Context: an optimization exercise on an open-source flow, tuned for small area. The choices shown serve that exercise and are no tape-out recipe. In this exercise RTL edits were held to simulation tests only and were not proved equivalent to the original. Power figures rest on the tool's default switching activity, not on a simulated workload.

== v7 ==
==> flow/design.v <==
package dual_port_ram_pkg;
    localparam int DPR_DATA_WIDTH = 7;    
    localparam int DPR_ADDR_WIDTH = 5;    
    localparam int DPR_RAM_LOC    = 63;   
endpackage
module dpr_aoi222 (
    input  logic a1, a2, b1, b2, c1, c2,
    output logic y
);
    assign y = ~((a1 & a2) | (b1 & b2) | (c1 & c2));
endmodule
module dpr_nor2 (
    input  logic a, b,
    output logic y
);
    assign y = ~(a | b);
endmodule
module dpr_nor3 (
    input  logic a, b, c,
    output logic y
);
    assign y = ~(a | b | c);
endmodule
module dpr_rdbit #(
    parameter int NW = 64
) (
    input  logic [NW-1:0] sel,
    input  logic [NW-1:0] d,
    output logic [(NW+2)/3-1:0] grp_n
);
    for (genvar g = 0; g < NW / 3; g++) begin : g_grp
        dpr_aoi222 u_aoi (
            .a1(sel[3*g]),   .a2(d[3*g]),
            .b1(sel[3*g+1]), .b2(d[3*g+1]),
            .c1(sel[3*g+2]), .c2(d[3*g+2]),
            .y(grp_n[g])
        );
    end
    if (NW % 3 == 1) begin : g_last1
        assign grp_n[NW/3] = ~(sel[NW-1] & d[NW-1]);
    end else if (NW % 3 == 2) begin : g_last2
        assign grp_n[NW/3] = ~((sel[NW-2] & d[NW-2]) | (sel[NW-1] & d[NW-1]));
    end
endmodule
module dpr_dec #(
    parameter int L = 8,
    parameter int H = 8
) (
    input  logic [L-1:0]   lo_n,
    input  logic [H-1:0]   hi_n,
    output logic [L*H-1:0] y
);
    for (genvar w = 0; w < L * H; w++) begin : g_w
        dpr_nor2 u_nor (.a(lo_n[w % L]), .b(hi_n[w / L]), .y(y[w]));
    end
endmodule
module dual_port_ram
#(
    parameter int DATA_WIDTH = dual_port_ram_pkg::DPR_DATA_WIDTH,
    parameter int ADDR_WIDTH = dual_port_ram_pkg::DPR_ADDR_WIDTH,
    parameter int RAM_LOC    = dual_port_ram_pkg::DPR_RAM_LOC
) (
    input  logic                  clk,
    input  logic                  rst,
    input  logic [DATA_WIDTH:0]   data_A,
    input  logic [DATA_WIDTH:0]   data_B,
    input  logic [ADDR_WIDTH:0]   addr_A,
    input  logic [ADDR_WIDTH:0]   addr_B,
    input  logic                  w_A,
    input  logic                  w_B,
    output logic [DATA_WIDTH:0]   q_A,
    output logic [DATA_WIDTH:0]   q_B
);
    localparam int NW = RAM_LOC + 1;
    localparam int DW = DATA_WIDTH + 1;
    localparam int AW = ADDR_WIDTH + 1;
    localparam int NG = (NW + 2) / 3;
    localparam int LB = AW / 2;               
    localparam int HB = AW - LB;              
    localparam int L  = 1 << LB;
    localparam int H  = 1 << HB;
    logic [RAM_LOC:0][DATA_WIDTH:0] mem_q;    
    logic [RAM_LOC:0][DATA_WIDTH:0] mem_d;
    logic [DATA_WIDTH:0] q_a_q, q_a_d;
    logic [DATA_WIDTH:0] q_b_q, q_b_d;
    logic                valid_q;             
    logic                phase_q;             
    logic                phase_d;
    logic             w_b_eff;
    logic [L-1:0]     lo_a_n, lo_b_n;         
    logic [H-1:0]     hi_a_n, hi_b_n, hiw_a_n, hiw_b_n;
    logic [L*H-1:0]   rdec_a, rdec_b;         
    logic [L*H-1:0]   wdec_a, wdec_b;         
    logic [RAM_LOC:0] hold;
    logic [DATA_WIDTH:0] wd_a, wd_b;          
    logic [DATA_WIDTH:0] rd_a, rd_b;          
    assign w_b_eff = w_B & ~(w_A & (addr_A == addr_B));
    always_comb begin
        for (int i = 0; i < L; i++) begin
            lo_a_n[i] = ~(addr_A[LB-1:0] == LB'(i));
            lo_b_n[i] = ~(addr_B[LB-1:0] == LB'(i));
        end
        for (int j = 0; j < H; j++) begin
            hi_a_n[j]  = ~(addr_A[AW-1:LB] == HB'(j));
            hi_b_n[j]  = ~(addr_B[AW-1:LB] == HB'(j));
            hiw_a_n[j] = ~(w_A & (addr_A[AW-1:LB] == HB'(j)));
            hiw_b_n[j] = ~(w_b_eff & (addr_B[AW-1:LB] == HB'(j)));
        end
    end
    dpr_dec #(.L(L), .H(H)) u_rdec_a (.lo_n(lo_a_n), .hi_n(hi_a_n),  .y(rdec_a));
    dpr_dec #(.L(L), .H(H)) u_rdec_b (.lo_n(lo_b_n), .hi_n(hi_b_n),  .y(rdec_b));
    dpr_dec #(.L(L), .H(H)) u_wdec_a (.lo_n(lo_a_n), .hi_n(hiw_a_n), .y(wdec_a));
    dpr_dec #(.L(L), .H(H)) u_wdec_b (.lo_n(lo_b_n), .hi_n(hiw_b_n), .y(wdec_b));
    assign phase_d = ~(valid_q & phase_q);
    assign wd_a = data_A ^ {DW{~phase_d}};
    assign wd_b = data_B ^ {DW{~phase_d}};
    for (genvar w = 0; w < NW; w++) begin : g_word
        dpr_nor3 u_hold (.a(wdec_a[w]), .b(wdec_b[w]), .c(~valid_q), .y(hold[w]));
        for (genvar b = 0; b < DW; b++) begin : g_bit
            dpr_aoi222 u_nxt (
                .a1(wdec_a[w]), .a2(wd_a[b]),
                .b1(wdec_b[w]), .b2(wd_b[b]),
                .c1(hold[w]),   .c2(mem_q[w][b]),
                .y(mem_d[w][b])
            );
        end
    end
    for (genvar b = 0; b < DW; b++) begin : g_rd
        logic [NW-1:0] col;
        logic [NG-1:0] ga_n, gb_n;
        for (genvar w = 0; w < NW; w++) begin : g_col
            assign col[w] = mem_q[w][b];
        end
        dpr_rdbit #(.NW(NW)) u_rda (.sel(rdec_a), .d(col), .grp_n(ga_n));
        dpr_rdbit #(.NW(NW)) u_rdb (.sel(rdec_b), .d(col), .grp_n(gb_n));
        assign rd_a[b] = ~&ga_n;
        assign rd_b[b] = ~&gb_n;
    end
    assign q_a_d = w_A ? data_A : ({DW{valid_q}} & (rd_a ^ {DW{phase_q}}));
    assign q_b_d = w_B ? data_B : ({DW{valid_q}} & (rd_b ^ {DW{phase_q}}));
    always_ff @(posedge clk or posedge rst) begin
        if (rst) begin
            q_a_q   <= '0;
            q_b_q   <= '0;
            valid_q <= 1'b0;
        end else begin
            q_a_q   <= q_a_d;
            q_b_q   <= q_b_d;
            valid_q <= valid_q | w_A | w_B;
        end
    end
    always_ff @(posedge clk) begin
        phase_q <= phase_d;
        mem_q   <= mem_d;
    end
    assign q_A = q_a_q;
    assign q_B = q_b_q;
endmodule
Settings: LEC_CHECK=0, CAP_MARGIN=0, CORE_MARGIN=2, CORE_UTILIZATION=40, CTS_BUF_LIST=sky130_fd_sc_hd__clkbuf_8, CTS_CLUSTER_DIAMETER=60, CTS_CLUSTER_SIZE=14, SLEW_MARGIN=0, SYNTH_HIERARCHICAL=1; clock period 5.0 ns.
run.sh (not shown) runs the stock make flow with config.mk's settings and CLKGATE_MAP_FILE= SYNTH_SCRIPT=/design/flow/synth_recipe.tcl, a recipe that flattens the netlist after the stock synthesis.
The following lists how v4 was set up differently from v7:
# v7
export LEC_CHECK = 0
export CAP_MARGIN = 0
export CORE_MARGIN = 2
export CORE_UTILIZATION = 40
export CTS_BUF_LIST = sky130_fd_sc_hd__clkbuf_8
export CTS_CLUSTER_DIAMETER = 60
export CTS_CLUSTER_SIZE = 14
export SLEW_MARGIN = 0
export SYNTH_HIERARCHICAL = 1
create_clock -name core_clock -period 5.0 [get_ports {clk}]
# v4
export LEC_CHECK = 0
export CAP_MARGIN = 0
export CORE_MARGIN = 2
export CORE_UTILIZATION = 40
export SLEW_MARGIN = 0
export SYNTH_HIERARCHICAL = 1
create_clock -name core_clock -period 5.0 [get_ports {clk}]
==> flow/flow/run.sh (new file) <==
#!/bin/bash
# Own layout flow: the standard ORFS flow (unchanged synthesis), with
#  * the port buffers built from the smallest buffer cell, and
#  * clock tree synthesis without dummy loads, from clkbuf_8 leaves with
#    at most 14 flip-flops within 60 um each, and
#  * power recovery after global routing (downsizes cells off the critical
#    paths, which also shrinks them).
# The full make output goes to flow_make.log; ORFS keeps a log per step
# under orfs/logs/.
set -euo pipefail
CTS="-sink_clustering_enable -repair_clock_nets -dont_use_dummy_load"
CTS="$CTS -buf_list sky130_fd_sc_hd__clkbuf_8 -sink_clustering_size 14 -sink_clustering_max_diameter 60"
bash standard.sh \
  "BUFFER_PORTS_ARGS=-buffer_cell sky130_fd_sc_hd__buf_1" \
  "CTS_ARGS=$CTS" \
  RECOVER_POWER=100 \
  finish > flow_make.log 2>&1
==> flow/standard.sh (new file) <==
#!/bin/bash
# synth_recipe.tcl (not shown) runs the flow's synth.tcl, then flattens the netlist and writes it again
# the make line also repeats each setting of config.mk as NAME=value (left out here)
make -C /OpenROAD-flow-scripts/flow DESIGN_CONFIG=/design/flow/config.mk WORK_HOME=/design/flow/orfs CLKGATE_MAP_FILE= SYNTH_SCRIPT=/design/flow/synth_recipe.tcl "${@:-finish}"
removed: flow/run.sh
==> comparison <==
- The lower final clock skew of v7 and v4 is in v7.
- v4 reports its slowest cell on the critical path as nor4_1 while v7 reports or3_1.
- Measured against v7, the count of clock-net buffers in the final layout of v4 comes out at 0.860 times the reference value.
- Compared v4 vs v7, and final worst-path setup slack is down in v4.
- v4: multi-input logic area is about 2.7% lower than what v7 reported.
- Power in sequential cells essentially unchanged between v7 and v4.
- Critical path depth in cells: v4 vs v7 up 1
- Of v7 and v4, the higher share of the cycle needed by the critical path after routing belongs to v4.
- Comparing v7 and v4, share of cell area taken by flip-flops and latches is higher on v4.
- As far as post-synthesis area per instance goes, v7 and v4 are indistinguishable; the numbers are identical.
The inputs of v46 differ from those of v4 as listed below.
diff --git a/flow/flow/run.sh b/flow/flow/run.sh
--- a/flow/flow/run.sh
+++ b/flow/flow/run.sh
@@ -3,4 +3,3 @@
 #  * the port buffers built from the smallest buffer cell, and
-#  * clock tree synthesis without dummy loads, from clkbuf_8 leaves with
-#    at most 14 flip-flops within 60 um each, and
+#  * clock tree synthesis without dummy loads, and
 #  * power recovery after global routing (downsizes cells off the critical
@@ -11,3 +10,2 @@
 CTS="-sink_clustering_enable -repair_clock_nets -dont_use_dummy_load"
-CTS="$CTS -buf_list sky130_fd_sc_hd__clkbuf_8 -sink_clustering_size 14 -sink_clustering_max_diameter 60"
 bash standard.sh \
Notes after the runs:
Taking v4 as the reference, in v46 summed area of non-filler cells in the final layout up about 3%; power density over cell area now sits higher; number of clock buffers inserted by TritonCTS climbed 8. Re area of combinational cells with multiple inputs: no difference whatsoever between v46 and v4. Count of TritonRoute iterations in the first routing pass for v46: 1 down relative to v4.

separate check: timing with driven ports:
In the flow no input, the clock included, has a driving cell. The finished layouts below were timed again as built, in two steps.
Step 1, drivers: a clkbuf_16 drives clk and a buf_2 each remaining input, both assumed.
Step 2 adds t to the input delays and takes it off the output delays; t is the mean of the earliest and latest rising clock arrival at the registers after step 1. Input paths then give back, and output paths get back, about the clock's delay inside the block.
Three values: ideal ports, drivers, drivers and shift; two values: the first two.
run	t (ns)	setup slack, ns	cell pins on the clock port's net
v7	0.758	0.934 / 0.896 / 0.138	1
v4	0.734	0.657 / 0.699 / -0.036	1
v46	0.672	0.621 / 0.663 / -0.010	1
With both steps, setup timing fails in v4 and v46, where it was met with ideal ports. For v7, which loses most, drivers alone change the setup slack by -0.038 ns; drivers and shift together by -0.796 ns.
